From an optimization exercise on the open Yosys and OpenROAD flow, aimed at small area and a short achievable clock period; shortcuts taken in it are not production practice.
RTL that was checked went through simulation tests only; none was proved equivalent to the original.
Function not checked in runs 4 to 6: the RTL went through the layout flow alone.
Power figures rest on the tool's default switching activity, not on a simulated workload.

File: flow/run.sh
#!/bin/bash
# The standard layout (standard.sh), except that the input and output ports are
# buffered with a plain buffer: left to itself, buffer_ports picks a delay cell
# (clkdlybuf4s50_1) on this platform, which puts about 0.5 ns on every port path.
set -euo pipefail
export BUFFER_PORTS_ARGS="-buffer_cell sky130_fd_sc_hd__buf_2"
bash standard.sh > standard.log 2>&1
File: standard.sh
#!/bin/bash
# synth_recipe.tcl (not shown) runs the flow's synth.tcl, then flattens the netlist and writes it again
# the make line also repeats each setting of config.mk as NAME=value (left out here)
make -C /OpenROAD-flow-scripts/flow DESIGN_CONFIG=/design/flow/config.mk WORK_HOME=/design/flow/orfs CLKGATE_MAP_FILE= SYNTH_SCRIPT=/design/flow/synth_recipe.tcl "${@:-finish}"
File: config.mk
export PLATFORM = sky130hd
export DESIGN_NAME = dmem_sized
export DESIGN_NICKNAME = dmem_sized
export VERILOG_FILES = /design/flow/design.v
export SDC_FILE = /design/flow/constraint.sdc
export NUM_CORES = 4
export LEC_CHECK = 0
export CAP_MARGIN = 20
export CORE_MARGIN = 2
export CORE_UTILIZATION = 55
export CTS_CLUSTER_DIAMETER = 60
export CTS_CLUSTER_SIZE = 24
export SETUP_SLACK_MARGIN = 2.2
export SLEW_MARGIN = 20
export SYNTH_HIERARCHICAL = 1
File: constraint.sdc
create_clock -name core_clock -period 4.5 [get_ports {clk}]
set_input_delay 0.9000 -clock core_clock [delete_from_list [all_inputs] [get_ports {clk}]]
set_output_delay 0.9000 -clock core_clock [all_outputs]
set_load 0.01 [all_outputs]
File: design.v
module dmem_sized #(
    parameter int DEPTH   = 64,
    parameter int LATENCY = 1,
    parameter int AW      = 32
) (
    input  logic          clk,
    input  logic          reset,
    input  logic          req,
    input  logic          we,
    input  logic [1:0]    size,
    input  logic          uns,
    input  logic [AW-1:0] addr,
    input  logic [31:0]   wd,
    output logic [31:0]   rd,
    output logic          stall,
    output logic          done,
    output logic          misalign
);
    localparam int IW = $clog2(DEPTH);
    localparam int NG = 4;                 
    localparam int GW = DEPTH / NG;        
    logic             b1, b2, done_q, pw;
    logic             busy_q;      
    logic             open_q;      
    logic             idle;
    logic             legal;
    logic             accept;
    logic             l_we, l_uns;
    logic [1:0]       l_size;
    logic [1:0]       l_addr;      
    logic [DEPTH-1:0] row;         
    logic [31:0]      l_wd;
    logic [31:0]      rd_q;
    logic [3:0]       keep;
    logic [DEPTH-1:0] row_d;
    logic [DEPTH-1:0] wsel, whld;
    logic [31:0]      mem [0:DEPTH-1];
    logic [31:0]      mem_d [0:DEPTH-1];
    logic [31:0]      rword;
    logic [31:0]      rp_d [0:NG-1];       
    logic [31:0]      rp   [0:NG-1];
    logic [31:0]      ldata;
    logic             unused_addr_hi;
    assign unused_addr_hi = ^addr[AW-1:IW+2];
    assign legal  = (size == 2'b00) | ((size == 2'b01) & ~addr[0]) |
                    ((size == 2'b10) & (addr[1:0] == 2'b00));
    assign idle   = ~b1 & ~b2;
    assign accept = open_q & req & legal;
    assign rd       = rd_q;
    assign done     = done_q;
    assign stall    = busy_q | (open_q & req & legal);
    assign misalign = open_q & req & ~legal;
    always_ff @(posedge clk) begin
        if (reset) begin
            b1     <= 1'b0;
            b2     <= 1'b0;
            done_q <= 1'b0;
            pw     <= 1'b0;
            busy_q <= 1'b0;
            open_q <= 1'b1;
        end else begin
            b1     <= accept;
            b2     <= b1;
            done_q <= b2;
            pw     <= b2 & l_we;
            busy_q <= accept | b1;
            open_q <= ~accept & ~b1 & ~b2;
        end
    end
    always_comb begin
        keep = 4'b0000;
        if (l_we)
            case (l_size)
                2'b00:   keep = 4'b0001 << l_addr[1:0];
                2'b01:   keep = l_addr[1] ? 4'b1100 : 4'b0011;
                default: keep = 4'b1111;
            endcase
    end
    always_ff @(posedge clk) begin
        if (idle) begin
            l_we   <= we;
            l_uns  <= uns;
            l_size <= size;
            l_addr <= addr[1:0];
            row    <= row_d;
            case (size)
                2'b00:   l_wd <= {4{wd[7:0]}};
                2'b01:   l_wd <= {2{wd[15:0]}};
                default: l_wd <= wd;
            endcase
        end else if (b2) begin
            for (int i = 0; i < 4; i++)
                if (!keep[i]) l_wd[8*i +: 8] <= rword[8*i +: 8];
        end
    end
    always_comb
        for (int w = 0; w < DEPTH; w++)
            row_d[w] = (addr[IW+1:2] == IW'(w));
    for (genvar g = 0; g < NG; g++) begin : g_grp
        for (genvar i = 0; i < 32; i++) begin : g_rcol
            logic [GW-1:0] col;
            for (genvar w = 0; w < GW; w++) begin : g_c
                assign col[w] = mem[g*GW+w][i];
            end
            dmem_sized_rcol #(.N(GW)) u_rcol (.d(col), .s(row[g*GW +: GW]), .yn(rp_d[g][i]));
        end
        always_ff @(posedge clk) rp[g] <= rp_d[g];
    end
    always_comb begin
        rword = '1;
        for (int g = 0; g < NG; g++)
            rword = rword & rp[g];
        rword = ~rword;
    end
    always_comb begin
        logic [7:0]  b;
        logic [15:0] h;
        case (l_addr[1:0])
            2'd0:    b = rword[7:0];
            2'd1:    b = rword[15:8];
            2'd2:    b = rword[23:16];
            default: b = rword[31:24];
        endcase
        h = l_addr[1] ? rword[31:16] : rword[15:0];
        case (l_size)
            2'b00:   ldata = l_uns ? {24'd0, b} : {{24{b[7]}}, b};
            2'b01:   ldata = l_uns ? {16'd0, h} : {{16{h[15]}}, h};
            default: ldata = rword;
        endcase
    end
    always_ff @(posedge clk) begin
        if (reset)              rd_q <= 32'd0;
        else if (b2 && !l_we)   rd_q <= ldata;
    end
    assign wsel = row & {DEPTH{pw}};
    assign whld = ~wsel;
    for (genvar w = 0; w < DEPTH; w++) begin : g_word
        for (genvar i = 0; i < 32; i++) begin : g_bit
            dmem_sized_hold u_nx (.q(mem[w][i]), .h(whld[w]), .s(wsel[w]), .d(l_wd[i]),
                                  .y(mem_d[w][i]));
        end
        always_ff @(posedge clk) mem[w] <= mem_d[w];
    end
endmodule
module dmem_sized_hold (
    input  logic q,
    input  logic h,
    input  logic s,
    input  logic d,
    output logic y
);
    assign y = (q & h) | (d & s);
endmodule
module dmem_sized_rcol #(
    parameter int N = 64
) (
    input  logic [N-1:0] d,
    input  logic [N-1:0] s,
    output logic         yn
);
    localparam int G3 = N / 3;             
    localparam int R  = N - 3 * G3;        
    localparam int G  = G3 + (R != 0);     
    localparam int G4 = (G + 3) / 4;       
    logic [G-1:0]  gn;                     
    logic [G4-1:0] t;                      
    for (genvar g = 0; g < G3; g++) begin : g_aoi
        dmem_sized_aoi3 u_aoi (.a(d[3*g]), .sa(s[3*g]), .b(d[3*g+1]), .sb(s[3*g+1]),
                               .c(d[3*g+2]), .sc(s[3*g+2]), .y(gn[g]));
    end
    if (R == 1) begin : g_r1
        dmem_sized_nand #(.N(2)) u_r (.a({d[N-1], s[N-1]}), .y(gn[G3]));
    end else if (R == 2) begin : g_r2
        assign gn[G3] = ~((d[N-2] & s[N-2]) | (d[N-1] & s[N-1]));
    end
    for (genvar k = 0; k < G4; k++) begin : g_nand
        localparam int K = (G - 4 * k < 4) ? G - 4 * k : 4;
        dmem_sized_nand #(.N(K)) u_n (.a(gn[4*k +: K]), .y(t[k]));
    end
    dmem_sized_nor #(.N(G4)) u_y (.a(t), .y(yn));
endmodule
module dmem_sized_aoi3 (
    input  logic a,
    input  logic sa,
    input  logic b,
    input  logic sb,
    input  logic c,
    input  logic sc,
    output logic y
);
    assign y = ~((a & sa) | (b & sb) | (c & sc));
endmodule
module dmem_sized_nand #(
    parameter int N = 2
) (
    input  logic [N-1:0] a,
    output logic         y
);
    assign y = ~&a;
endmodule
module dmem_sized_nor #(
    parameter int N = 2
) (
    input  logic [N-1:0] a,
    output logic         y
);
    assign y = ~|a;
endmodule
==> notes.md, run 1 <==
Detailed routing:
- The met2 layer wire length in the routed design is 119200 microns.
- After detailed routing, the wire length on met1 is 122800 microns.
- In this run the remaining antenna-violating nets after routing total 0.
- The length of routed met3 wiring is 37930 microns.
- The iteration count of the initial detailed-routing pass is 11.
- The detailed router used layers up to and including met5.
- The total DRC errors in the routed layout is 0.
- The post-detailed-route wirelength per cell is 34.00 microns.
- The routed design has 293200 microns of wire.
- After the first detailed-routing iteration, the DRC count stood at 11010.
- For this block, the via count after detailed routing is 63860.
- The via count normalized by instance count is 7.405.

Timing:
- Setup repair after global routing could not meet its margin everywhere.
- The ratio of final minimum period to clock period is 0.5725.
- Setup violations remaining at the end of the flow were counted as 0.
- Across all setup checks in the final design, the least slack found is 1.924 ns.
- On the final layout, the worst clock skew is 0.03121 ns.
- The transition time of the tightest slew-check pin is 1.201 ns.
- In this run the tightest slew margin relative to its limit is 0.1991.
- The final-layout setup total negative slack is 0 ns.
- The number of max-slew violations in the final report is 0.
- The number of failing hold endpoints at the final stage is 0.
- Counting I/O delays and the setup requirement, the final critical path takes 2.576 ns.
- The maximum clock frequency is 0.3881 GHz.

Die:
- The die is 378.4 microns tall.
- The count of boundary I/O pins is 106.
- The number of placement rows is 137.
- The placeable core region is 139400 sq um.
- The die covers 143200 sq um.
- The initial utilization of the core area, before any placement, comes to 0.5531.
- The chip width is 378.4 microns.

Cells and area:
- The register area is 47420 sq um.
- Relative to the synthesized area, the layout overhead comes to 14.66%.
- Counting the fill cells in the layout gives 11070.
- The area of combinational cells with multiple inputs is 29560 sq um.
- The final layout contains 6696 nets.
- The share of final-layout standard cells stronger than drive strength 1 is 0.1272.

Synth:
- The register area share after synthesis is 0.6147.
- The cell type contributing the most total cell area after synthesis is dfxtp_1.
- Counting every net in the synthesized netlist gives 6169.
- The summed instance area of the synthesized netlist is 77080 sq um.
- The proportion of synthesized flip-flops having asynchronous set or reset is 0.
- The cell with the most instances after synthesis is dfxtp_1.
- The average footprint of a synthesized cell is 12.64 sq um.
- The gate count after technology mapping is 6098.
- The number of warnings printed during yosys synthesis is 13.
- In the post-synthesis netlist, the biggest area contributors are dfxtp_1 (57%), a22o_1 (23%), a222oi_1 (8.3%).
- The main flop type after synthesis is dfxtp_1.
- The number of distinct library cell variants in the gate-level netlist after synthesis is 44.
- The synthesized design contains 2316 register bits.
- Counting instances in the post-synthesis netlist gives the leading cell types as dfxtp_1 (2214), a22o_1 (2048), a222oi_1 (640).
- The number of flops mapped to enable cells by yosys is 102.
- Of the post-synthesis cell area, the dominant cell type holds 0.5750.

Worst setup path:
- Traced cell by cell, the critical path runs through buf_6, buf_6, buf_6, a222oi_1, nand4_1, nor2_4.
- The startpoint identified for the worst register-to-register timing path is row[25].
- Of all nets on the critical path, the largest fanout is 6.
- By startpoint and endpoint, the worst setup path is classified as flip-flop to flip-flop.
- The launching element type of the critical path is a flip-flop.
- The largest single stage delay on the critical path is 0.92 ns.
- The slowest cell on the critical path is a222oi_1.
- The endpoint kind of the worst setup timing path is a flip-flop.
- At the worst endpoint, the arrival time is 3.26 ns.
- The most frequent cell on the critical path is buf_6.
- The worst setup path startpoint is row[25].
- The endpoint required time on the critical path is 5.19 ns.

Global routing:
- The first global-routing pass estimated 415000 microns of wire.
- The number of antenna violations at the first check in global routing is 20.
- Entering global routing, the biggest net connects 65 pins.
- The total grt overflow is 0.
- Across every metal layer, demand over resource in global routing totals 0.3930.
- The number of global-route vias before repair came to 57310.

Job:
- The number of max-cap violations is 0.

Power and ir drop:
- The reported leakage power is 34.08 nW.
- Dividing total power by cell area gives a power density of 483.1 nW/um^2.
- After layout, the design draws a total of 42.69 mW.
- VDD sags by at most 0.3981 mV.

Place:
- The routability congestion estimate is 1.043.
- The setup slack at placement is 1.523 ns.
- The number of buffers added on ports is 81.
- The HPWL after detailed placement is 171000 microns.

Hold path:
- The hold path startpoint is we.
- The class of the tightest hold or removal check is input pin to flip-flop.

Clock network:
- The clock tree from TritonCTS is yes.
- For the worst-skew pair, the clock arrives at the later sink with an insertion delay of 0.80 ns.
- The clock tree buffer depth is 3.
- Counting the buffers created by CTS gives 145.
- After clock tree synthesis, the clock-pin slew on the worst setup and hold paths is 0.09 ns.
- The H-tree was split into 4 levels.
- The root buffer cell is clkbuf_16.
- After clock tree synthesis, the flow added hold-fix buffers numbering 0.
- The total clock sinks is 2316.

Outcome:
- The flow ran to the end and the layout has no timing, DRC or antenna violations.
modules after synthesis, one instance, submodules excluded, excerpt:
module	cell area, sq um	cells inside	flops+latches
dmem_sized_aoi3	10.01	1	0
dmem_sized_hold	8.758	1	0
dmem_sized	50500	2898	2316
where the power goes:
part	leakage, nW	switching (mW)	internal [mW]
clock	2.50	7.65	7.47
sequential	19.1	0.968	22.0
combinational	12.5	3.13	1.50
state kept, by name, indices dropped and copies added (netlist names):
signal,cells
mem,2048
rp,128
row,64
l_wd,32
rd_q,32
l_addr,2
l_size,2
b1,1
b2,1
busy_q,1
done_q,1
l_uns,1
l_we,1
open_q,1
pw,1
worst max-delay path: cells and delay by family (launching register included):
kind            cells  cell delay [ns]
compound gates      1             0.92
buf+inv             3             0.40
flops               1             0.44
simple gates        2             0.71
path summary, 6_finish.rpt:
path,end,slack [ns],cells past startpoint
max,rp[1][14],1.92,6
min reg2reg,mem[63][14],0.49,1
max reg2reg,rp[1][14],1.92,6
min,l_we,0.30,1
area by class of cell:
cell class / instances / share of cell area
Sequential cell: 2316 / 0.5366
Multi-Input combinational cell: 3667 / 0.3344
Clock buffer: 170 / 0.04537
Timing Repair Buffer: 410 / 0.03749
Tap cell: 1876 / 0.02656
Clock inverter: 96 / 0.01305
Inverter: 69 / 0.005096
Timing Repair inverter: 16 / 0.001359
Antenna cell: 3 / 0.00008494
placed cells by master, fill, tap and decap left out, types with 18 or more instances in the layout:
| master | n |
|---|---|
| dfxtp_1 | 2194 |
| a22o_1 | 2048 |
| a222oi_1 | 640 |
| nand2_1 | 338 |
| buf_4 | 288 |
| nor2_1 | 193 |
| nand4_1 | 159 |
| clkbuf_16 | 157 |
| edfxtp_1 | 102 |
| clkinvlp_4 | 82 |
| buf_2 | 76 |
| a21oi_1 | 52 |
| nor2_2 | 26 |
| o21ai_0 | 25 |
| inv_6 | 23 |
| a221oi_1 | 22 |
| nor2_4 | 21 |
| buf_6 | 20 |
| nand2_2 | 19 |
| mux2i_1 | 18 |
| inv_1 | 18 |
| buf_12 | 18 |
kinds of logic (layout without fill, tap and decap cells):
kind of cell | after synthesis | after routing | synth area share
AOI/OAI and AO/OA | 2844 | 2844 | 0.3295
buffers and inverters | 116 | 761 | 0.006038
DFF | 2316 | 2316 | 0.6147
muxes | 33 | 33 | 0.004675
other | 0 | 3 | 0
and+or+nand+nor | 789 | 790 | 0.04509
metal layers:
metal,track usage,vias up
li1,-,26960
met1,0.5782,32270
met2,0.5409,4116
met3,0.1039,495
met4,0.1599,12
met5,0.01132,-
repair_timing:
item | CTS | global route
endpoints found under the setup margin | 948 | 459
resized for setup | 105 | 47
gates cloned | 15 | 4
pin swaps | 67 | 50
setup buffers | 73 | 27
through the flow:
step | hold slack [ns] | instances | util | area (sq um)
floorplan | 0.4514 | 6098 | - | 77320
global placement | 0.4649 | 8231 | 0.5855 | 81590
detailed placement | 0.4698 | 8232 | 0.5856 | 81610
CTS | 0.2603 | 8586 | 0.6302 | 87820
global route | 0.2796 | 8622 | 0.6342 | 88380
finish | 0.3007 | 8623 | 0.6342 | 88380
==> inputs of run 2 (changes only) <==
--- a/config.mk
+++ b/config.mk
@@ -9,7 +9,8 @@
 export CORE_MARGIN = 2
 export CORE_UTILIZATION = 55
-export CTS_CLUSTER_DIAMETER = 60
-export CTS_CLUSTER_SIZE = 24
-export SETUP_SLACK_MARGIN = 2.2
+export CTS_BUF_LIST = sky130_fd_sc_hd__clkbuf_8
+export CTS_CLUSTER_DIAMETER = 50
+export CTS_CLUSTER_SIZE = 16
+export SETUP_SLACK_MARGIN = 2.3
 export SLEW_MARGIN = 20
 export SYNTH_HIERARCHICAL = 1
==> notes.md, run 2 <==
Synth:
- The number of flops mapped to enable cells by yosys is 102.
- The summed instance area of the synthesized netlist is 77080 sq um.
- The synthesized design spends more area on one cell type than any other, namely dfxtp_1.
- The number of distinct library cell variants in the gate-level netlist after synthesis is 44.
- The share of the synthesized netlist area taken by xor and xnor gates is 0.
- The register area share after synthesis is 0.6147.
- After synthesis, the cell types taking the most area are dfxtp_1 (57%), a22o_1 (23%), a222oi_1 (8.3%).
- Averaged over all synthesized cells, the footprint is 12.64 sq um.
- Synthesis produced a netlist whose cell count is 6098.
- The combinational family with the most area after synthesis is compound AO/OA/AOI/OAI gates.
- The Yosys step of the flow raised 13 warnings.
- After synthesis, the share of flip-flops with an asynchronous set or reset is 0.
- dfxtp_1 is the most common cell in the netlist.
- By count the netlist is led by dfxtp_1 (2214), a22o_1 (2048), a222oi_1 (640).
- The adder and majority cell fraction of the synthesized area is 0.
- Synthesis inferred 2316 register bits.
- The compound-cell area share of the yosys netlist is 0.3295.
- The portion of synthesized area spent on multiplexers is 0.004675.
- For this run, the leading register cell type out of synthesis is dfxtp_1.
- The simple-gate share of the synthesized area is 0.04509.
- The top cell type's share of synthesized area is 0.5750.
- The synthesized net count is 6169.

Worst setup path:
- The critical path arrival is 1.75 ns.
- The startpoint of the worst-slack reg-to-reg timing path is row[51].
- Of all nets on the critical path, the largest fanout is 13.
- Walking the worst path, the cells encountered are buf_4, nor3_4, o21bai_4, nand2b_1, buf_2.
- The delay of the slowest critical-path stage is 0.32 ns.
- The kind of critical path is input pin to output port.
- STA classifies the critical path startpoint as an input pin.
- STA classifies the critical path endpoint as an output port.
- The largest individual stage delay along the critical path comes from the cell nor3_4.
- The endpoint required time on the critical path is 3.60 ns.
- The worst setup path startpoint is size[0].

Timing:
- Setup slack on the critical path of the routed design comes to 1.845 ns.
- The final-layout setup total negative slack is 0 ns.
- Setup repair after global routing could not meet its margin everywhere.
- For the pin with the worst max-slew slack, the measured transition is 1.186 ns.
- Counting I/O delays and the setup requirement, the final critical path takes 2.655 ns.
- The number of max-slew violations in the final report is 0.
- In the finished design, the share of the clock period the worst path needs comes to 0.5899.
- The setup-violating endpoint count in the final report is 0.
- The number of failing hold endpoints at the final stage is 0.
- The worst pin sits at a relative slew slack of 0.2092.
- The clock tree skew after final layout is 0.03549 ns.
- The maximum clock frequency is 0.3767 GHz.

Cells and area:
- The largest registers in the layout are mem: 2048 flops, rp: 128 flops, row: 64 flops.
- The share of final-layout standard cells stronger than drive strength 1 is 0.1381.
- At the end of the flow, the number of nets in the layout was 6761.
- The register bank with the most flops is mem.
- The count of cells in the finished layout, fillers not included, comes to 8709.
- The flip-flop count of the largest register, all copies and words added is 2048.
- The library cells used most frequently in the layout, excluding fill and tap cells, are dfxtp_1 (2179), a22o_1 (2048), a222oi_1 (640).
- The area growth from synthesis to layout is 14.07%.
- Leaving out fill and tap cells, the most frequent cell in the layout is dfxtp_1.

Place:
- The number of buffers added on ports is 81.
- At the placement stage, the worst setup path has a slack of 1.670 ns.
- Detailed placement ended at an HPWL of 171200 microns.
- The total instance count after detailed placement is 8239.
- The routability congestion estimate is 0.9703.

Clock network:
- The number of clock buffers added by TritonCTS is 190.
- CTS placed an instance of clkbuf_8 at the clock tree root.
- The longest clock path from root to sink contains 3 buffers.
- The clock transition at the registers of the reported paths is 0.10 ns.
- The H-tree was split into 4 levels.
- Clock latency on the worst-skew pair, taken at its later pin, is 0.98 ns.
- The clock tree from TritonCTS is yes.
- Counting every sink on the clock net gives 2316.
- Buffers inserted to repair hold after CTS numbered 0.

Job:
- The number of max-cap violations is 0.

Die:
- The die extent in y is 378.4 microns.
- For this configuration, the core starts out at a cell density of 0.5531.
- The floorplan step defined a die boundary enclosing 143200 sq um.
- The placeable core region is 139400 sq um.
- 106 I/O pins were placed.
- The number of placement rows is 137.
- The chip width is 378.4 microns.

Power and ir drop:
- The share of power burned in the clock network is 0.326.
- The part of the power in combinational logic is 0.110.
- The power share of the sequential group is 0.564.
- The areal power density over the cells is 463.1 nW/um^2.
- The net switching power is 11.31 mW.
- The internal power of the cells is 29.41 mW.
- VDD sags by at most 0.4287 mV.
- The reported leakage power is 33.91 nW.
- The net switching fraction of the power is 0.2778.

Hold path:
- The path class of the tightest hold or removal check is input pin to flip-flop.
- In this run the most critical hold path is launched from uns.

Detailed routing:
- The pre-antenna-repair detailed-routing pass consisted of 13 iterations.
- The total DRC errors in the routed layout is 0.
- Dividing the detail-routed wire length by the instance count gives 34.01 microns.
- The via count is 63890.
- The final antenna-violating net count is 0.
- The detailed-route wire length is 296200 microns.
- The count of routing violations after the opening detailed-route iteration is 11090.
- In the routed layout, each cell is associated on average with a via count of 7.336.

Global routing:
- The global-route wire length before repair is 419600 microns.
- The pin count of the biggest net entering global routing is 65.
- The number of global-route vias before repair is 58540.
- For this run, the total global-route usage over all layers was measured as 0.3974.
- The total overflow left after global routing is 0.
- The number of antenna violations at the first check in global routing was 14.

Outcome:
- The flow ran to the end and the layout has no timing, DRC or antenna violations.
## run 2: cell counts after synthesis
No cell type changed its count.
## run 2: power groups by stage
stage               clock network (mW)  registers [mW]  logic (mW)
global placement                     0            23.4        3.98
finish                            13.3            23.0        4.47
global route                      14.1            23.1        4.55
detailed placement                   0            23.5        4.05
floorplan                            0            23.6        1.69
CTS                               13.3            22.9        4.27
## run 2: cell type report
cell class                      instances  area (sq um)
Sequential cell                      2316         47490
Multi-Input combinational cell       3667         29510
Fill cell                           11050         51430
Timing Repair inverter                 20         147.6
Timing Repair Buffer                  426          3687
Clock inverter                        117          1376
Inverter                               69         450.4
Clock buffer                          211          2904
Antenna cell                            7         17.52
Tap cell                             1876          2347
## run 2: per-module statistics from Yosys, one instance, submodules excluded, a selection
module           flip-flops and latches  times used
dmem_sized                         2316           1
dmem_sized_aoi3                       0         640
dmem_sized_hold                       0        2048
## run 2: worst paths after layout
kind	end	slack, ns	depth (start not counted)
setup / recovery	stall	1.85	5
setup reg to reg	rp[3][24]	1.99	5
hold / removal	l_uns	0.1	1
hold reg to reg	rp[1][4]	0.48	3
## run 2: per-layer routing
| metal | share of wire | GRT usage | up-vias |
|---|---|---|---|
| met5 | 0.00019 | 0 | - |
| met4 | 0.051 | 0.1815 | 10 |
| met3 | 0.12 | 0.1055 | 609 |
| met2 | 0.42 | 0.5633 | 4076 |
| met1 | 0.41 | 0.5635 | 32150 |
| li1 | - | - | 27050 |
## run 2: critical path, delay by kind of cell
family,cells,cell delay [ns]
AOI/OAI and AO/OA,1,0.08
buffers and inverters,2,0.35
and+or+nand+nor,2,0.42
## run 2: through the flow
| stage | instance area, sq um | util | total power, mW | hold WS, ns |
|---|---|---|---|---|
| final | 87930 | 0.6310 | 40.72 | 0.09877 |
| after global routing | 87920 | 0.6309 | 41.78 | 0.07952 |
| after CTS | 87530 | 0.6281 | 40.53 | 0.04868 |
| after detailed placement | 81710 | 0.5863 | 27.51 | 0.4698 |
| after global placement | 81640 | 0.5858 | 27.42 | 0.4650 |
| after floorplan | 77330 | - | 25.33 | 0.4514 |
## run 2: repair_timing
item                                     CTS  global route
gates resized for setup                  166            41
endpoints found under the setup margin  1553           374
cloned                                    16             7
pin swaps                                 51            51
setup buffers                             89            21
## run 2: kinds of logic after synthesis
family / Yosys count
AND/OR/NAND/NOR: 789
multiplexers: 33
flip-flops: 2316
buffers and inverters: 116
AO/OA/AOI/OAI: 2844
==> inputs of run 3 (changes only) <==
==> run.sh (new file) <==
#!/bin/bash
# synth_recipe.tcl (not shown) runs the flow's synth.tcl, then flattens the netlist and writes it again
# the make line also repeats each setting of config.mk as NAME=value (left out here)
make -C /OpenROAD-flow-scripts/flow DESIGN_CONFIG=/design/flow/config.mk WORK_HOME=/design/flow/orfs CLKGATE_MAP_FILE= SYNTH_SCRIPT=/design/flow/synth_recipe.tcl finish
--- a/config.mk
+++ b/config.mk
@@ -9,8 +9,5 @@
 export CORE_MARGIN = 2
 export CORE_UTILIZATION = 55
-export CTS_BUF_LIST = sky130_fd_sc_hd__clkbuf_8
-export CTS_CLUSTER_DIAMETER = 50
-export CTS_CLUSTER_SIZE = 16
-export SETUP_SLACK_MARGIN = 2.3
+export SETUP_SLACK_MARGIN = 2.0
 export SLEW_MARGIN = 20
 export SYNTH_HIERARCHICAL = 1
removed: flow/run.sh
removed: standard.sh
==> notes.md, run 3 <==
Worst setup path:
- Along the worst path, the maximum fanout reaches 34.
- The worst reg-to-reg setup slack is 1.94 ns.
- For the worst flop-to-flop path, the logic depth is 5.
- The gate family responsible for the most delay along the worst path is buffers and inverters.
- The endpoint required time on the critical path is 5.23 ns.
- For this design, the slowest cell found on the critical path is clkinvlp_2.
- The worst setup path is captured at a flip-flop.
- The launching element type of the critical path is a flip-flop.
- The critical path contains buffers and inverters numbering 3 combined.
- The signal on the critical path passes through buf_12, nand2_1, buf_4, clkinvlp_2, a22o_1.
- The kind of critical path is flip-flop to flip-flop.
- The worst flop-to-flop path endpoint is mem[32][16].
- STA puts the critical path data arrival time at 3.29 ns.
- For this run, the slowest stage of the critical path takes 0.71 ns.
- The startpoint of the worst-slack reg-to-reg timing path is pw.

Timing:
- Hold timing on the final database bottoms out at a slack of 0.3173 ns.
- The number of failing hold endpoints at the final stage came to 0.
- The number of max-slew violations in the final report is 0.
- At the pin with the least slew margin, the transition time is 1.180 ns.
- The final-layout setup total negative slack is 0 ns.
- The worst relative slew slack is 0.2132.
- Setup repair after global routing could not meet its margin everywhere.
- The clock arrives with 0.02627 ns of skew.
- Timing would allow up to 0.3904 GHz.
- Of the available clock period, the critical path in the final layout requires 0.5692.
- The final critical path time including I/O delays and setup is 2.561 ns.
- The setup-violating endpoint count in the final report is 0.

Cells and area:
- The filler cells instantiated in the layout total 10690.
- In the final layout, the share of cells above drive strength 1 is 0.1093.
- After the last flow step, the layout net total stands at 6738.
- The register with the most flip-flops in the final layout is mem.
- The largest registers in the layout are mem: 2048 flops, rp: 128 flops, row: 64 flops.
- The finished layout holds 8739 standard cells, fillers aside.
- In the layout the commonest cells are dfxtp_1 (2208), a22o_1 (2048), a222oi_1 (640).
- The library cell used most frequently in the layout, excluding fill and tap cells, is dfxtp_1.
- The flip-flop count of the largest register, all copies and words added is 2048.
- The area growth from synthesis to layout is 17.15%.
- 0 antenna diodes ended up in the layout.

Synth:
- In the post-synthesis netlist, the cell with the most instances is dfxtp_1.
- Synthesis produced 6098 cells.
- During synthesis, Yosys emitted a total of 13 warnings.
- Yosys attributes the largest share of cell area to dfxtp_1 (57%), a22o_1 (23%), a222oi_1 (8.3%).
- The share of the Yosys chip area taken by registers is 0.6147.
- The synthesized net count is 6169.
- By count the netlist is led by dfxtp_1 (2214), a22o_1 (2048), a222oi_1 (640).
- The mapped netlist covers 77080 sq um.
- The number of flops mapped to enable cells by yosys is 102.
- In the synthesized netlist the dominant register cell turns out to be dfxtp_1.
- The share of synthesized area in the top cell type comes to 0.5750.
- The average footprint of a synthesized cell is 12.64 sq um.
- The proportion of synthesized flip-flops having asynchronous set or reset is 0.
- After synthesis the netlist holds a flip-flop and latch count of 2316.
- The cell type contributing the most total cell area after synthesis is dfxtp_1.
- Synthesis instantiated 44 different standard cells from the library.

Clock network:
- The clock reaches the later pin of the worst-skew pair after 0.84 ns.
- After clock tree synthesis, the clock-pin slew on the worst setup and hold paths is 0.06 ns.
- The number of clock buffers added by TritonCTS is 223.
- The H-tree was split into 4 levels.
- The root buffer cell chosen for the clock tree is clkbuf_16.
- The clock net in this run drives a total of 2316 sinks.
- TritonCTS built the clock tree.
- The clock passes through at most 3 buffers.

Outcome:
- The run finished with no timing, DRC or antenna violations.

Die:
- The die extent in y is 378.4 microns.
- The count of boundary I/O pins is 106.
- The starting density of the core is 0.5531.
- The floorplan die area is 143200 sq um.
- The chip width is 378.4 microns.
- The number of placement rows is 137.
- The placeable core region is 139400 sq um.

Detailed routing:
- In the routed design, unresolved DRC markers number 0.
- Using the TritonRoute via totals, the vias-per-cell ratio works out to 7.276.
- The via count is 63580.
- In this run, the number of DRC markers left after iteration 0 of detailed routing was 10720.
- The post-detailed-route wirelength per cell is 33.27 microns.
- The detail route stage leaves a number of antenna-violating nets equal to 0.
- For this run, the detailed router's first-pass iteration total came to 11.
- After detailed routing, the total wire length is 290800 microns.

Power and ir drop:
- The share of power burned in the clock network is 0.415.
- The net switching power is 12.18 mW.
- The share of total power dissipated in sequential elements is 0.488.
- The reported leakage power is 35.54 nW.
- Of the total power, the share spent switching nets is 0.2585.
- Cell internal power was estimated by the tool at 34.93 mW.
- The worst-case IR drop observed on VDD is 0.4080 mV.
- The part of the power in combinational logic is 0.096.
- The areal power density over the cells is 521.7 nW/um^2.

Global routing:
- The number of global-route vias before repair is 58730.
- The pin count of the biggest net entering global routing is 65.
- The global-route usage over all layers is 0.3913.
- The first global-routing pass estimated 415000 microns of wire.
- The total grt overflow is 0.
- The number of antenna violations at the first check in global routing is 6.

Hold path:
- Counting instances, the worst hold path has a depth of 1.
- The path with the worst hold slack has its endpoint at l_addr[1].
- The class of the tightest hold or removal check is input pin to flip-flop.
- The hold path startpoint is addr[1].

Place:
- The congestion estimate from routability-driven global placement came to 0.9656.
- Including well taps, the total number of placed cells is 8286.
- The half-perimeter wire length of the detailed placement result is 175000 microns.
- The count of buffers added on input and output ports is 81.

Job:
- Across the run, the number of max-cap violations was 0.
-- run 3: per-stage QoR --
step                        util  instance area, sq um  worst slack (ns)  power (mW)
after global routing      0.6480                 90310             1.995       48.21
after detailed placement  0.5902                 82250             1.252       27.69
final                     0.6480                 90310             1.939       47.11
after floorplan                -                 77080             2.061       25.32
after global placement    0.5897                 82180             1.200       27.59
after CTS                 0.6465                 90090             1.900       46.92
-- run 3: Yosys stat by module, one instance, submodules excluded, a selection --
| module | cells inside | times used |
|---|---|---|
| dmem_sized | 2898 | 1 |
| dmem_sized_aoi3 | 1 | 640 |
| dmem_sized_hold | 1 | 2048 |
-- run 3: per-layer routing --
metal / GRT usage / routed length (microns) / share of wire / up-vias
met3: 0.1007 / 34340 / 0.12 / 601
met2: 0.5684 / 123600 / 0.43 / 3965
met1: 0.5441 / 118200 / 0.41 / 31920
met5: 0 / 28 / 0.000096 / -
met4: 0.1818 / 14650 / 0.050 / 4
li1: - / - / - / 27100
-- run 3: layout make-up --
class	count	area (sq um)	area share
inverters	69	311.5	0.003450
flip-flops and latches	2316	47400	0.5248
well taps	1876	2347	0.02599
repair buffers	387	3221	0.03566
clock inverters	69	798.3	0.008840
multi-input cells	3666	29290	0.3243
repair inverters	4	25.02	0.0002771
clock buffers	352	6919	0.07662
-- run 3: how the worst max path moves through the flow --
stage,slack (ns),startpoint,cells past startpoint,end
after floorplan,2.06,size[0],4,stall
after global placement,1.20,size[0],5,stall
after detailed placement,1.25,size[0],5,stall
after CTS,1.90,size[0],5,stall
after global routing,2.00,open_q,4,stall
final,1.94,pw,5,mem[32][16]
-- run 3: kinds of logic (layout without fill, tap and decap cells) --
kind of cell	after synthesis	count (layout)	synth area share
AO/OA/AOI/OAI	2844	2844	0.3295
buffers and inverters	116	881	0.006038
flip-flops	2316	2316	0.6147
multiplexers	33	33	0.004675
AND/OR/NAND/NOR	789	789	0.04509
-- run 3: worst reg2reg max path, delay by kind of cell (launching register included) --
kind / cells / cell delay, ns
DFF: 1 / 0.51
buffers and inverters: 3 / 1.48
AOI/OAI and AO/OA: 1 / 0.37
and+or+nand+nor: 1 / 0.10
-- run 3: what timing repair did --
item,in CTS,in global routing
resized for setup,73,20
endpoints found under the setup margin,282,99
hold buffers,0,0
pin swaps,4,8
buffers inserted,11,16
gates cloned,3,1
-- run 3: power by group through the flow --
stage          Combinational [mW]  Sequential (mW)  Clock, mW
3_3_place_gp                 4.18             23.4          0
4_1_cts                      4.29             23.0       19.6
5_1_grt                      4.61             23.1       20.5
6_report                     4.54             23.0       19.6
3_5_place_dp                 4.26             23.4          0
2_1_floorplan                1.68             23.6          0
==> inputs of run 4 (changes only) <==
--- a/design.v
+++ b/design.v
@@ -18,6 +18,4 @@
 );
     localparam int IW = $clog2(DEPTH);
-    localparam int NG = 4;                 
-    localparam int GW = DEPTH / NG;        
     logic             b1, b2, done_q, pw;
     logic             busy_q;      
@@ -38,6 +36,4 @@
     logic [31:0]      mem_d [0:DEPTH-1];
     logic [31:0]      rword;
-    logic [31:0]      rp_d [0:NG-1];       
-    logic [31:0]      rp   [0:NG-1];
     logic [31:0]      ldata;
     logic             unused_addr_hi;
@@ -89,5 +85,5 @@
                 default: l_wd <= wd;
             endcase
-        end else if (b2) begin
+        end else if (b1) begin
             for (int i = 0; i < 4; i++)
                 if (!keep[i]) l_wd[8*i +: 8] <= rword[8*i +: 8];
@@ -97,19 +93,10 @@
         for (int w = 0; w < DEPTH; w++)
             row_d[w] = (addr[IW+1:2] == IW'(w));
-    for (genvar g = 0; g < NG; g++) begin : g_grp
-        for (genvar i = 0; i < 32; i++) begin : g_rcol
-            logic [GW-1:0] col;
-            for (genvar w = 0; w < GW; w++) begin : g_c
-                assign col[w] = mem[g*GW+w][i];
-            end
-            dmem_sized_rcol #(.N(GW)) u_rcol (.d(col), .s(row[g*GW +: GW]), .yn(rp_d[g][i]));
-        end
-        always_ff @(posedge clk) rp[g] <= rp_d[g];
-    end
-    always_comb begin
-        rword = '1;
-        for (int g = 0; g < NG; g++)
-            rword = rword & rp[g];
-        rword = ~rword;
+    for (genvar i = 0; i < 32; i++) begin : g_rcol
+        logic [DEPTH-1:0] col;
+        for (genvar w = 0; w < DEPTH; w++) begin : g_c
+            assign col[w] = mem[w][i];
+        end
+        dmem_sized_rcol #(.N(DEPTH)) u_rcol (.d(col), .s(row), .y(rword[i]));
     end
     always_comb begin
@@ -117,14 +104,14 @@
         logic [15:0] h;
         case (l_addr[1:0])
-            2'd0:    b = rword[7:0];
-            2'd1:    b = rword[15:8];
-            2'd2:    b = rword[23:16];
-            default: b = rword[31:24];
+            2'd0:    b = l_wd[7:0];
+            2'd1:    b = l_wd[15:8];
+            2'd2:    b = l_wd[23:16];
+            default: b = l_wd[31:24];
         endcase
-        h = l_addr[1] ? rword[31:16] : rword[15:0];
+        h = l_addr[1] ? l_wd[31:16] : l_wd[15:0];
         case (l_size)
             2'b00:   ldata = l_uns ? {24'd0, b} : {{24{b[7]}}, b};
             2'b01:   ldata = l_uns ? {16'd0, h} : {{16{h[15]}}, h};
-            default: ldata = rword;
+            default: ldata = l_wd;
         endcase
     end
@@ -157,5 +144,5 @@
     input  logic [N-1:0] d,
     input  logic [N-1:0] s,
-    output logic         yn
+    output logic         y
 );
     localparam int G3 = N / 3;             
@@ -163,6 +150,8 @@
     localparam int G  = G3 + (R != 0);     
     localparam int G4 = (G + 3) / 4;       
+    localparam int G2 = (G4 + 1) / 2;      
     logic [G-1:0]  gn;                     
     logic [G4-1:0] t;                      
+    logic [G2-1:0] u;                      
     for (genvar g = 0; g < G3; g++) begin : g_aoi
         dmem_sized_aoi3 u_aoi (.a(d[3*g]), .sa(s[3*g]), .b(d[3*g+1]), .sb(s[3*g+1]),
@@ -178,5 +167,9 @@
         dmem_sized_nand #(.N(K)) u_n (.a(gn[4*k +: K]), .y(t[k]));
     end
-    dmem_sized_nor #(.N(G4)) u_y (.a(t), .y(yn));
+    for (genvar k = 0; k < G2; k++) begin : g_nor
+        localparam int K = (G4 - 2 * k < 2) ? G4 - 2 * k : 2;
+        dmem_sized_nor #(.N(K)) u_n (.a(t[2*k +: K]), .y(u[k]));
+    end
+    dmem_sized_nand #(.N(G2)) u_y (.a(u), .y(y));
 endmodule
 module dmem_sized_aoi3 (
==> notes.md, run 4 <==
Cells and area:
- The area of combinational cells with multiple inputs is 29070 sq um.
- The register with the most flip-flops in the layout has 2048 of them.
- Leaving out fill and tap cells, the most frequent cells in the layout are dfxtp_1 (2085), a22o_1 (2055), a222oi_1 (672).
- The share of final-layout standard cells stronger than drive strength 1 is 0.1330.
- After routing the design area is 88420 sq um.
- The register bank with the most flops is mem.
- The most frequent standard cell in the layout excluding fill and tap cells is dfxtp_1.
- The largest registers in the layout are mem: 2048 flops, row: 64 flops.
- The final net count is 6590.
- Fill cells in the final layout number 10230.
- The register area is 44830 sq um.
- The post-route core utilization is 0.6617.
- The area growth from synthesis to layout is 19.38%.

Timing:
- The transition time of the tightest slew-check pin is 1.155 ns.
- Hold timing on the final database bottoms out at a slack of 0.2604 ns.
- Dividing the final minimum period by the clock period gives 0.7236.
- The setup-violating endpoint count in the final report is 0.
- The clock arrives with 0.02573 ns of skew.
- The maximum clock frequency is 0.3071 GHz.
- After routing, the total negative slack on setup checks comes to 0 ns.
- The number of failing hold endpoints at the final stage was 0.
- The final critical path time including I/O delays and setup is 3.256 ns.
- The number of max-slew violations in the final report was 0.
- Setup slack closes at 1.244 ns.
- Headroom to the max-slew limit came out at 0.2298.
- Setup repair after global routing could not meet its margin everywhere.

Power and ir drop:
- In this run the power density over the cells is 502.0 nW/um^2.
- In this run the static leakage power is 34.70 nW.
- VDD sags by at most 0.3526 mV.

Synth:
- The cell with the most instances after synthesis is dfxtp_1.
- The number of flops mapped to enable cells by yosys is 102.
- The number of warnings printed during yosys synthesis is 10.
- For this run, asynchronously set or reset flops after synthesis account for 0.
- Of the total synthesized cell area, the portion taken by full adders, half adders and majority gates is 0.
- Summing every instance area after synthesis gives 74070 sq um.
- The number of distinct library cell variants in the gate-level netlist after synthesis is 38.
- The compound-cell area share of the yosys netlist is 0.3438.
- The main flop type after synthesis is dfxtp_1.
- The count of state elements after synthesis is 2188.
- The commonest cells after synthesis are dfxtp_1 (2086), a22o_1 (2055), a222oi_1 (672).
- The average footprint of a synthesized cell is 12.74 sq um.
- The share of the synthesized netlist area taken by xor and xnor gates is 0.
- By area the synthesized netlist is led by dfxtp_1 (56%), a22o_1 (24%), a222oi_1 (9.1%).
- Of the synthesized area, sequential elements account for 0.6052.
- Of the total synthesized cell area, the portion taken by AND, OR, NAND and NOR gates is 0.04022.
- After technology mapping, the gate count stands at 5816.
- The cell type contributing the most total cell area after synthesis is dfxtp_1.
- The number of nets in the synthesized netlist is 5887.
- The top cell type's share of synthesized area is 0.5638.
- After synthesis, the share of cell area in mux cells is 0.004629.
- The combinational family with the most area after synthesis is compound AO/OA/AOI/OAI gates.

Global routing:
- The first global-routing pass estimated 408900 microns of wire.
- The total grt overflow is 0.
- Entering global routing, the biggest net connects 66 pins.
- The number of antenna violations at the first check in global routing is 7.
- The number of global-route vias before repair was 57970.
- Across every metal layer, demand over resource in global routing totals 0.3992.

Clock network:
- For this design, the CTS-stage hold fixing added 0 buffers.
- The number of clock buffers inserted by TritonCTS is 212.
- In this run the clock root is driven by a clkbuf_16.
- The number of levels in the clock H-tree is 4.
- The clock insertion delay at the later pin of the skew report is 0.83 ns.
- The clock tree buffer depth is 3.
- Counting every sink on the clock net gives 2188.
- The clock transition at the registers of the reported paths is 0.07 ns.
- TritonCTS built the clock tree.

Job:
- The tool flagged a number of max-cap violations equal to 0.

Worst setup path:
- The slowest cell on the critical path is a222oi_1.
- For the worst setup path, the data arrival time is 3.81 ns.
- Together, buffers and inverters on the worst path number 2.
- Among cell families on the critical path, the largest total delay comes from simple AND/OR/NAND/NOR gates.
- In this design, the stage delay of the slowest critical-path cell is 0.89 ns.
- The kind of critical path is flip-flop to flip-flop.
- The launching element type of the critical path is a flip-flop.
- The worst setup path is captured at a flip-flop.
- The signal on the critical path passes through buf_4, buf_6, a222oi_1, nand4_1, nor2_1, nand3_1, nand2_1, o21ai_0.
- In this run the worst path has a maximum fanout of 4.
- STA puts the critical path data required time at 5.05 ns.

Die:
- The initial utilization of the core area, before any placement, comes to 0.5543.
- The die covers 137600 sq um.
- For this design the top-level I/O count stands at 106.
- The number of placement rows is 134.
- The floorplan step set the die height to 371.0 microns.
- In this run the standard cell core region covers 133600 sq um.
- The floorplan step set the die width to 371.0 microns.

Detailed routing:
- The iteration count of the initial detailed-routing pass is 14.
- In the final routed layout, each cell accounts on average for 33.72 microns.
- In this run the remaining antenna-violating nets after routing total 0.
- After detailed routing, the number of vias per cell comes to 7.433.
- After detailed routing, the total wire length is 285400 microns.
- The count of routing violations after the opening detailed-route iteration is 11730.
- The routed layout has 62910 vias.
- After detailed routing, the number of remaining DRC violations is 0.

Place:
- The setup slack at placement is 1.141 ns.
- Routability-driven placement finished with a final weighted congestion of 0.9623.
- The placed instances occupy a cell area of 79170 sq um.
- Detailed placement finished with a half-perimeter wire length of 171100 microns.
- The number of buffers added on ports is 81.

Hold path:
- The class of the tightest hold or removal check is input pin to flip-flop.

Outcome:
- The flow ran to the end and the layout has no timing, DRC or antenna violations.
==> run 4: path summary, 6_finish.rpt <==
| kind | start | end | slack, ns | cells after the start |
|---|---|---|---|---|
| min reg2reg | mem[59][3] | mem[59][3] | 0.48 | 1 |
| max reg2reg | row[21] | l_wd[17] | 1.24 | 8 |
| max | row[21] | l_wd[17] | 1.24 | 8 |
| min | addr[1] | l_addr[1] | 0.26 | 1 |
==> run 4: per-layer routing <==
layer	GRT usage	wire (microns)
met1	0.5558	114900
met2	0.5638	118800
met3	0.1256	37750
met5	0	24
met4	0.1823	14020
==> run 4: where the power goes <==
group          switching [mW]  total [mW]  internal (mW)  leakage [nW]
registers               0.676        21.3           20.6          18.0
clock network            7.66        18.8           11.1          3.65
logic                    2.82        4.31           1.49          13.0
==> run 4: cell families (layout without fill, tap and decap cells) <==
| group | Yosys count | count (layout) |
|---|---|---|
| DFF | 2188 | 2188 |
| and+or+nand+nor | 650 | 650 |
| muxes | 33 | 33 |
| buffers and inverters | 115 | 992 |
| other | 0 | 2 |
| AOI/OAI and AO/OA | 2830 | 2830 |
==> run 4: through the flow <==
stage,cells,power [mW]
detailed placement,7901,25.51
finish,8463,44.39
global route,8462,45.45
CTS,8424,44.20
global placement,7892,25.42
floorplan,5816,23.58
==> run 4: per-module statistics from Yosys, one instance, submodules excluded, excerpt <==
module           cell area, sq um  flops+latches
dmem_sized_aoi3             10.01              0
dmem_sized_hold             8.758              0
dmem_sized                  47640           2188
==> run 4: area by class of cell <==
class                   count  share of cell area
well taps                1768             0.02502
flip-flops and latches   2188              0.5070
repair buffers            533             0.05258
inverters                  68            0.003155
clock buffers             313             0.07178
multi-input cells        3513              0.3288
clock inverters            75             0.01149
diodes                      2          0.00005660
repair inverters            3           0.0001981
==> run 4: repair_timing <==
| item | in CTS | in global routing |
|---|---|---|
| gates resized for setup | 164 | 44 |
| cloned | 4 | 2 |
| buffers inserted | 131 | 31 |
| pin swaps | 128 | 48 |
| setup endpoints to repair | 579 | 269 |
==> inputs of run 5 (changes only) <==
==> flow/run.sh (new file) <==
#!/bin/bash
# The standard layout (standard.sh), except that the input and output ports are
# buffered with a plain buffer: left to itself, buffer_ports picks a delay cell
# (clkdlybuf4s50_1) on this platform, which puts about 0.5 ns on every port path.
set -euo pipefail
export BUFFER_PORTS_ARGS="-buffer_cell sky130_fd_sc_hd__buf_2"
bash standard.sh > standard.log 2>&1
==> standard.sh (new file) <==
#!/bin/bash
# synth_recipe.tcl (not shown) runs the flow's synth.tcl, then flattens the netlist and writes it again
# the make line also repeats each setting of config.mk as NAME=value (left out here)
make -C /OpenROAD-flow-scripts/flow DESIGN_CONFIG=/design/flow/config.mk WORK_HOME=/design/flow/orfs CLKGATE_MAP_FILE= SYNTH_SCRIPT=/design/flow/synth_recipe.tcl "${@:-finish}"
--- a/config.mk
+++ b/config.mk
@@ -9,4 +9,6 @@
 export CORE_MARGIN = 2
 export CORE_UTILIZATION = 55
+export CTS_CLUSTER_DIAMETER = 60
+export CTS_CLUSTER_SIZE = 24
 export SETUP_SLACK_MARGIN = 2.0
 export SLEW_MARGIN = 20
removed: run.sh
==> notes.md, run 5 <==
Outcome:
- The flow ran to the end and the layout has no timing, DRC or antenna violations.

Global routing:
- The global-route track usage on met1 is 0.5697.
- The met2 usage is 0.5476.
- The pin count of the biggest net entering global routing is 59.
- The global-route usage over all layers is 0.3901.
- The met3 global-route usage is 0.09381.
- The number of global-route vias before repair was 56140.
- The number of antenna violations at the first check in global routing is 13.
- The busiest layer in global routing is met1.
- The global-route wire length before repair is 399400 microns.
- The total grt overflow is 0.

Timing:
- The maximum clock frequency is 0.3234 GHz.
- The setup-violating endpoint count in the final report is 0.
- At the pin with the least slew margin, the transition time is 1.052 ns.
- The number of failing hold endpoints at the final stage is 0.
- Measured against its own limit, the worst slew margin works out to 0.2941.
- The clock arrives with 0.02417 ns of skew.
- Setup repair after global routing could not meet its margin everywhere.
- The ratio of final minimum period to clock period is 0.6872.
- The setup slack of the critical path after layout is 1.407 ns.
- The number of max-slew violations in the final report is 0.
- Adding up every negative setup slack in the final design gives 0 ns.
- The final critical path time including I/O delays and setup is 3.093 ns.

Synth:
- The share of the synthesized netlist area taken by xor and xnor gates is 0.
- The combinational family with the most area after synthesis is compound AO/OA/AOI/OAI gates.
- In the post-synthesis netlist, the biggest area contributors are dfxtp_1 (56%), a22o_1 (24%), a222oi_1 (9.1%).
- The cell count after synthesis came out at 5816.
- Sorting the synthesized cells by how often they occur yields dfxtp_1 (2086), a22o_1 (2055), a222oi_1 (672).
- The number of distinct library cell variants in the gate-level netlist after synthesis is 38.
- Of the total synthesized cell area, the portion taken by full adders, half adders and majority gates is 0.
- The number of nets handed over by synthesis was 5887.
- After synthesis, the share of cell area in mux cells is 0.004629.
- In this run, synthesis produced a sequential element count of 2188.
- By instance count, the leading cell after synthesis is dfxtp_1.
- Of the post-synthesis cell area, the dominant cell type holds 0.5638.
- In this run the cell area of the synthesized design comes to 74070 sq um.
- The average footprint of a synthesized cell is 12.74 sq um.
- The proportion of synthesized flip-flops having asynchronous set or reset is 0.
- The compound-cell area share of the yosys netlist is 0.3438.
- The register area share after synthesis is 0.6052.
- The largest total area in the synthesized netlist belongs to dfxtp_1.
- The number of warnings printed during yosys synthesis is 10.
- The main flop type after synthesis is dfxtp_1.
- The number of flops mapped to enable cells by yosys is 102.
- Of the total synthesized cell area, the portion taken by AND, OR, NAND and NOR gates is 0.04022.

Detailed routing:
- The via count normalized by instance count is 7.464.
- Dividing the detail-routed wire length by the instance count gives 33.76 microns.
- Before antenna repair, the detailed router went through 15 iterations.
- The final antenna-violating net count is 0.
- The count of routing violations after the opening detailed-route iteration is 11090.
- The total DRC errors in the routed layout is 0.
- The routed design has 279800 microns of wire.
- The via count is 61870.

Place:
- Detailed placement ended at an HPWL of 171100 microns.
- The number of buffers added on ports is 81.
- The placed instances occupy a cell area of 78810 sq um.
- The congestion estimate from routability-driven global placement came to 0.9287.
- Timing analysis after detailed placement gives a worst setup slack of 1.276 ns.

Cells and area:
- In the layout the commonest cells are dfxtp_1 (2085), a22o_1 (2055), a222oi_1 (672).
- The count of fill cells added during filler insertion is 10430.
- In the final layout, the share of cells above drive strength 1 is 0.1258.
- The area of combinational cells with multiple inputs is 29000 sq um.
- Counting flops per register, the top entry is mem.
- In the final design database the tool counted 6484 nets.
- Relative to the synthesized area, the layout overhead comes to 15.11%.
- Measured on the finished design, the core utilization comes to 0.6380.
- The flip-flop count of the largest register, all copies and words added is 2048.
- The final standard cell area without fillers is 85260 sq um.
- The largest registers in the layout are mem: 2048 flops, row: 64 flops.
- The register area is 44830 sq um.
- Leaving out fill and tap cells, the most frequent cell in the layout is dfxtp_1.

Worst setup path:
- On the worst path, the slowest cell contributes a delay of 0.76 ns.
- The worst setup path startpoint is row[21].
- The worst register-to-register path begins at row[21].
- The launching element type of the critical path is a flip-flop.
- The buffer and inverter count on the worst path is 1.
- The endpoint kind of the worst setup timing path is a flip-flop.
- The critical path arrival is 3.60 ns.
- The worst register-to-register path ends at l_wd[27].
- For the worst setup path, the data required time is 5.01 ns.
- On the critical path, the stage with the largest delay is an instance of nand4_1.
- The number of cells on the worst reg-to-reg path is 7.
- The path length in cells of the critical path is 7.
- The critical-path maximum fanout is 5.
- The destination of the critical timing path is l_wd[27].
- The gate family responsible for the most delay along the worst path is simple AND/OR/NAND/NOR gates.
- Traced cell by cell, the critical path runs through buf_4, a222oi_1, nand4_1, nor2_1, nand3_1, nand2_1, o21ai_0.
- The worst reg-to-reg setup slack is 1.41 ns.
- The kind of critical path is flip-flop to flip-flop.

Clock network:
- The cell sitting at the root of the clock tree is a clkbuf_16.
- The clock insertion delay at the later pin of the skew report is 0.80 ns.
- Counting along the longest clock path gives a buffer depth of 3.
- The H-tree generated during clock tree synthesis spans 4 levels.
- The clock transition at the registers of the reported paths is 0.08 ns.
- The total clock sinks is 2188.
- Clock tree synthesis inserted a total of 145 buffers.
- The clock tree from TritonCTS is yes.

Power and ir drop:
- The part of the power in combinational logic is 0.103.
- The areal power density over the cells is 465.8 nW/um^2.
- The design draws 39.71 mW.
- The share of power burned in the clock network is 0.360.
- Of the total power, registers draw 0.537.
- The internal power of the cells is 29.01 mW.
- The net switching fraction of the power is 0.2695.
- The reported leakage power is 33.06 nW.
- The peak supply drop is 0.3340 mV.
- The net switching power is 10.70 mW.

Die:
- The chip width is 371.0 microns.
- The die extent in y is 371.0 microns.
- During I/O placement, the number of pins put on the boundary was 106.
- The placeable core region is 133600 sq um.
- The floorplan die area is 137600 sq um.
- The starting density of the core is 0.5543.
- The number of placement rows is 134.

Hold path:
- The tightest min-delay check is of the input pin to flip-flop type.

Job:
- Max-cap violations in this run came to 0.
run 5: cell counts after synthesis:
Identical to the previous run, type by type.
run 5: area by class of cell:
| type | instances | share of cell area |
|---|---|---|
| clock inverters | 92 | 0.01284 |
| diodes | 4 | 0.0001174 |
| repair inverters | 2 | 0.0001468 |
| inverters | 68 | 0.003625 |
| well taps | 1768 | 0.02595 |
| repair buffers | 495 | 0.04714 |
| multi-input cells | 3513 | 0.3402 |
| flip-flops and latches | 2188 | 0.5258 |
| clock buffers | 159 | 0.04423 |
run 5: through the flow:
step,std cells,hold WS (ns)
CTS,8258,0.2435
finish,8289,0.2767
global placement,7903,0.4652
detailed placement,7909,0.4698
global route,8288,0.2655
floorplan,5816,0.4553
run 5: per-module statistics from Yosys (local to each module, per instance), a selection:
module | cells inside | area (sq um) | flip-flops and latches | times used
dmem_sized_hold | 1 | 8.758 | 0 | 2048
dmem_sized | 2744 | 47640 | 2188 | 1
dmem_sized_aoi3 | 1 | 10.01 | 0 | 672
run 5: logic make-up after synthesis:
group           count (synthesis)
compound gates               2830
buf+inv                       115
flops                        2188
mux                            33
simple gates                  650
run 5: what timing repair did:
item                                    CTS  global route
hold buffers                              0             0
setup buffers                            92            25
resized for setup                        81            24
cloned                                    6             1
pin swaps                                53            44
endpoints found under the setup margin  329           241
run 5: worst min-delay path by stage:
stage | start | cells after the start | slack, ns | endpoint
global placement | mem[60][26] | 1 | 0.47 | mem[60][26]
global route | uns | 1 | 0.27 | l_uns
finish | uns | 1 | 0.28 | l_uns
detailed placement | mem[48][2] | 1 | 0.47 | mem[48][2]
floorplan | mem[0][0] | 1 | 0.46 | mem[0][0]
CTS | uns | 1 | 0.24 | l_uns
run 5: power by group through the flow:
stage	logic [mW]	registers (mW)	clock network (mW)
after CTS	3.89	21.3	14.4
after global routing	4.19	21.4	15.1
after floorplan	1.47	22.1	0
final	4.11	21.3	14.3
after detailed placement	3.64	21.8	0
after global placement	3.58	21.8	0
run 5: routing by layer:
layer  vias to the layer above  wire, microns
met5                         -             73
met1                     31130         115700
met2                      3895         116700
met4                        14          12630
met3                       503          34760
li1                      26320              -
==> inputs of run 6 (changes only) <==
--- a/design.v
+++ b/design.v
@@ -26,10 +26,9 @@
     logic             l_we, l_uns;
     logic [1:0]       l_size;
-    logic [1:0]       l_addr;      
-    logic [DEPTH-1:0] row;         
+    logic [IW+1:0]    l_addr;
     logic [31:0]      l_wd;
     logic [31:0]      rd_q;
     logic [3:0]       keep;
-    logic [DEPTH-1:0] row_d;
+    logic [DEPTH-1:0] row;
     logic [DEPTH-1:0] wsel, whld;
     logic [31:0]      mem [0:DEPTH-1];
@@ -78,6 +77,5 @@
             l_uns  <= uns;
             l_size <= size;
-            l_addr <= addr[1:0];
-            row    <= row_d;
+            l_addr <= addr[IW+1:0];
             case (size)
                 2'b00:   l_wd <= {4{wd[7:0]}};
@@ -92,5 +90,5 @@
     always_comb
         for (int w = 0; w < DEPTH; w++)
-            row_d[w] = (addr[IW+1:2] == IW'(w));
+            row[w] = (l_addr[IW+1:2] == IW'(w));
     for (genvar i = 0; i < 32; i++) begin : g_rcol
         logic [DEPTH-1:0] col;
@@ -150,8 +148,9 @@
     localparam int G  = G3 + (R != 0);     
     localparam int G4 = (G + 3) / 4;       
-    localparam int G2 = (G4 + 1) / 2;      
-    logic [G-1:0]  gn;                     
-    logic [G4-1:0] t;                      
-    logic [G2-1:0] u;                      
+    logic [4*G4-1:0] gn;                   
+    logic [G4-1:0]   t;                    
+    if (4 * G4 > G) begin : g_pad
+        assign gn[4*G4-1:G] = '1;
+    end
     for (genvar g = 0; g < G3; g++) begin : g_aoi
         dmem_sized_aoi3 u_aoi (.a(d[3*g]), .sa(s[3*g]), .b(d[3*g+1]), .sb(s[3*g+1]),
@@ -159,17 +158,12 @@
     end
     if (R == 1) begin : g_r1
-        dmem_sized_nand #(.N(2)) u_r (.a({d[N-1], s[N-1]}), .y(gn[G3]));
+        assign gn[G3] = ~(d[N-1] & s[N-1]);
     end else if (R == 2) begin : g_r2
         assign gn[G3] = ~((d[N-2] & s[N-2]) | (d[N-1] & s[N-1]));
     end
     for (genvar k = 0; k < G4; k++) begin : g_nand
-        localparam int K = (G - 4 * k < 4) ? G - 4 * k : 4;
-        dmem_sized_nand #(.N(K)) u_n (.a(gn[4*k +: K]), .y(t[k]));
+        assign t[k] = ~&gn[4*k +: 4];
     end
-    for (genvar k = 0; k < G2; k++) begin : g_nor
-        localparam int K = (G4 - 2 * k < 2) ? G4 - 2 * k : 2;
-        dmem_sized_nor #(.N(K)) u_n (.a(t[2*k +: K]), .y(u[k]));
-    end
-    dmem_sized_nand #(.N(G2)) u_y (.a(u), .y(y));
+    assign y = |t;
 endmodule
 module dmem_sized_aoi3 (
@@ -184,18 +178,2 @@
     assign y = ~((a & sa) | (b & sb) | (c & sc));
 endmodule
-module dmem_sized_nand #(
-    parameter int N = 2
-) (
-    input  logic [N-1:0] a,
-    output logic         y
-);
-    assign y = ~&a;
-endmodule
-module dmem_sized_nor #(
-    parameter int N = 2
-) (
-    input  logic [N-1:0] a,
-    output logic         y
-);
-    assign y = ~|a;
-endmodule
==> run.sh (new file) <==
#!/bin/bash
# synth_recipe.tcl (not shown) runs the flow's synth.tcl, then flattens the netlist and writes it again
# the make line also repeats each setting of config.mk as NAME=value (left out here)
make -C /OpenROAD-flow-scripts/flow DESIGN_CONFIG=/design/flow/config.mk WORK_HOME=/design/flow/orfs CLKGATE_MAP_FILE= SYNTH_SCRIPT=/design/flow/synth_recipe.tcl finish
--- a/config.mk
+++ b/config.mk
@@ -8,8 +8,5 @@
 export CAP_MARGIN = 20
 export CORE_MARGIN = 2
-export CORE_UTILIZATION = 55
-export CTS_CLUSTER_DIAMETER = 60
-export CTS_CLUSTER_SIZE = 24
-export SETUP_SLACK_MARGIN = 2.0
+export CORE_UTILIZATION = 40
 export SLEW_MARGIN = 20
 export SYNTH_HIERARCHICAL = 1
removed: flow/run.sh
removed: standard.sh
==> notes.md, run 6 <==
Clock network:
- Clock tree synthesis found a total of 2130 sinks.
- TritonCTS built the clock tree.
- The longest clock path from root to sink contains 3 buffers.
- The post-cts hold buffer count is 0.
- Clock-pin slew was measured on the worst setup and hold paths at 0.06 ns.
- The post-cts resize count is 1.
- The root buffer cell is clkbuf_16.
- At the later pin of the worst-skew pair, clock insertion delay measures 0.86 ns.
- The number of clock buffers inserted by TritonCTS is 208.
- The number of buffers inserted by post-CTS setup repair is 0.
- CTS built an H-tree with a depth of 4.

Hold path:
- The class of the tightest hold or removal check is flip-flop to flip-flop.

Power and ir drop:
- Of the total power, registers draw 0.493.
- The sum of internal, switching and leakage power is 39.21 mW.
- The peak supply drop is 0.3259 mV.
- Of the total power, the share spent switching nets is 0.2351.
- The areal power density over the cells is 455.4 nW/um^2.
- Cell internal power was estimated by the tool at 29.99 mW.
- For this design the total switching power over the nets is 9.218 mW.
- Summed over all cells, the static leakage comes to 32.97 nW.
- The part of the power in combinational logic is 0.045.
- The share of power burned in the clock network is 0.463.

Place:
- The routability congestion estimate is 0.9545.
- After detailed placement, the design holds a cell count of 8475.
- Detailed placement finished with a half-perimeter wire length of 169300 microns.
- During placement, the flow inserted port buffers numbering 81.
- The setup slack at placement is 0.02427 ns.

Cells and area:
- The share of final-layout standard cells stronger than drive strength 1 is 0.1203.
- The largest registers in the layout are mem: 2048 flops, l_wd: 32 flops, rd_q: 32 flops.
- The flip-flop count of the largest register, all copies and words added is 2048.
- The library cell used most frequently in the layout, excluding fill and tap cells, is dfxtp_1.
- The final layout contains 6387 nets.
- In the layout the commonest cells are dfxtp_1 (2086), a22o_1 (2055), a222oi_1 (672).
- The register with the most flip-flops in the final layout is mem.
- The post-synthesis to final-layout area growth is 19.02%.
- After the flow finishes, the layout carries non-filler instances totaling 8861.
- The count of fill cells added during filler insertion is 15920.

Synth:
- The netlist uses 41 different library cells.
- The synthesized design contains 2130 register bits.
- In the post-synthesis netlist, the cell with the most instances is dfxtp_1.
- The summed instance area of the synthesized netlist is 72340 sq um.
- The top cell type's share of synthesized area is 0.5772.
- The cell type contributing the most total cell area after synthesis is dfxtp_1.
- The proportion of synthesized flip-flops having asynchronous set or reset is 0.
- The main flop type after synthesis is dfxtp_1.
- The average instance in the mapped netlist occupies 12.64 sq um.
- By count the netlist is led by dfxtp_1 (2086), a22o_1 (2055), a222oi_1 (672).
- The number of warnings printed during yosys synthesis is 10.
- The synthesized net count is 5795.
- Synthesis handed over a netlist of 5724 instances.
- By area the synthesized netlist is led by dfxtp_1 (58%), a22o_1 (25%), a222oi_1 (9.3%).
- The synthesized design contains 44 enable-type register cells.
- The register area share after synthesis is 0.5955.

Timing:
- The maximum clock frequency is 0.2296 GHz.
- The worst relative slew slack is 0.1428.
- The number of failing hold endpoints at the final stage was 0.
- The setup-violating endpoint count in the final report is 0.
- The worst path needs 4.356 ns of the cycle, external delays included.
- Setup repair after global routing left no endpoint under its margin.
- The transition time of the tightest slew-check pin is 1.276 ns.
- The setup slack of the critical path after layout is 0.1437 ns.
- The number of max-slew violations in the final report was 0.
- The ratio of final minimum period to clock period is 0.9681.
- The clock tree skew after final layout is 0.02825 ns.

Worst setup path:
- The kind of critical path is flip-flop to flip-flop.
- The endpoint kind of the worst setup timing path is a flip-flop.
- The worst setup path is launched from a flip-flop.
- The critical-path maximum fanout is 32.
- Data arrives at the worst endpoint at 4.95 ns.
- At the worst endpoint, the required time is 5.09 ns.

Global routing:
- The number of antenna violations at the first check in global routing is 16.
- The global-route usage over all layers is 0.2946.
- The global-route wire length before repair is 412000 microns.
- The pin count of the biggest net entering global routing is 69.
- The total grt overflow is 0.
- The number of global-route vias before repair is 59360.

Detailed routing:
- The first routing iteration left 10570 violations.
- The via count normalized by instance count is 6.967.
- The first TritonRoute pass finished after 13 iterations.
- The total DRC errors in the routed layout is 0.
- The detailed-route wire length is 285400 microns.
- The final antenna-violating net count is 0.
- The post-detailed-route wirelength per cell is 32.20 microns.
- The via count is 61740.

Outcome:
- The flow ran to the end and the layout has no timing, DRC or antenna violations.

Die:
- The floorplan has 156 rows.
- The chip width is 429.3 microns.
- The placeable core region is 180200 sq um.
- The count of boundary I/O pins is 106.
- The die extent in y is 429.3 microns.
- The floorplan die area is 184300 sq um.
- The initial utilization of the core area, before any placement, comes to 0.4016.

Job:
- The number of max-cap violations is 0.
-- run 6: changes by cell type after synthesis, moves of 2 or more --
| cell | previous run | this run |
|---|---|---|
| nand4_1 | 161 | 129 |
| buf_2 | 7 | 9 |
| edfxtp_1 | 102 | 44 |
| nor4_1 | 0 | 33 |
| nor2_1 | 203 | 119 |
| nand2b_1 | 11 | 15 |
| nor3_1 | 0 | 6 |
| a211oi_1 | 15 | 47 |
| nand2_1 | 213 | 216 |
-- run 6: final cells by class --
class                   count  area, sq um  area share
repair buffers            431         3563     0.04138
well taps                2370         2965     0.03444
multi-input cells        3476        29120      0.3382
clock inverters            75        884.6     0.01027
inverters                  69        259.0    0.003008
flip-flops and latches   2130        43080      0.5003
diodes                      1        2.502  0.00002906
clock buffers             309         6232     0.07238
-- run 6: final timing paths --
path	from	endpoint	slack, ns	cells past startpoint
max	l_addr[3]	l_wd[14]	0.14	11
min	mem[3][31]	mem[3][31]	0.48	1
max reg2reg	l_addr[3]	l_wd[14]	0.14	11
min reg2reg	mem[3][31]	mem[3][31]	0.48	1
-- run 6: per-layer routing --
metal / global-route usage / share of wire / routed length [microns]
met5: 0 / 0.00054 / 155
met4: 0.1368 / 0.048 / 13780
met3: 0.08027 / 0.11 / 31640
met2: 0.4453 / 0.44 / 124300
met1: 0.3904 / 0.40 / 115500
-- run 6: kinds of logic after synthesis --
logic type             after synthesis  share of synthesized area
AOI/OAI and AO/OA                 2862                     0.3554
DFF                               2130                     0.5955
and+or+nand+nor                    581                    0.03791
buffers and inverters              118                   0.006486
muxes                               33                   0.004739
-- run 6: stage by stage --
| step | util | cell area (sq um) | setup TNS [ns] | hold WS, ns |
|---|---|---|---|---|
| after global placement | 0.4381 | 78940 | -0.2159 | 0.4649 |
| after CTS | 0.4777 | 86070 | 0 | 0.4863 |
| after global routing | 0.4779 | 86100 | 0 | 0.4908 |
| final | 0.4779 | 86110 | 0 | 0.4824 |
| after floorplan | - | 72340 | 0 | 0.4553 |
| after detailed placement | 0.4382 | 78950 | 0 | 0.4698 |
-- run 6: worst max-delay path, stage by stage (launching register included) --
cell	delay, ns
edfxtp_1	0.60
nor2b_1	0.27
nand2_1	0.42
nor2_2	0.08
buf_4	0.32
a222oi_1	0.40
nand4_1	0.53
nor4_1	0.90
buf_4	0.23
nand2_1	0.15
nand2_1	0.09
o21ai_0	0.07
-- run 6: Yosys stat by module (local to each module, per instance), a selection --
module,times used,flip-flops and latches
dmem_sized,1,2130
dmem_sized_aoi3,672,0
dmem_sized_hold,2048,0
-- run 6: power by group through the flow --
stage / clock network (mW) / logic (mW) / registers [mW]
floorplan: 0 / 0.419 / 20.1
global placement: 0 / 1.67 / 19.7
detailed placement: 0 / 1.70 / 19.7
CTS: 18.3 / 1.70 / 19.3
global route: 19.1 / 1.80 / 19.3
finish: 18.1 / 1.76 / 19.3

afterwards: timing with drivers on the ports:
No port has a modelled driver above. Below, the same layouts with a new extraction and two added sets of constraints.
Step 1, drivers: a clkbuf_16 drives clk and a buf_2 each remaining input, both assumed.
Step 2 times the ports against the registers' clock, not the clock port: input delays grow and output delays shrink by t, the midpoint of the rising clock arrivals with the driver on.
Slacks: no drivers / after step 1 / after step 2; pairs: no drivers / after step 1.
run | t, ns | slack for setup (ns)
run 1 | 0.869 | 1.924 / 1.855 / 1.855
run 2 | 1.054 | 1.845 / 1.759 / 1.821
run 3 | 0.911 | 1.939 / 1.939 / 1.568
run 4 | 0.901 | 1.244 / 1.244 / 1.244
run 5 | 0.879 | 1.407 / 1.407 / 1.125
run 6 | 0.938 | 0.144 / 0.144 / 0.144
After both steps setup and hold are still met in every run listed.
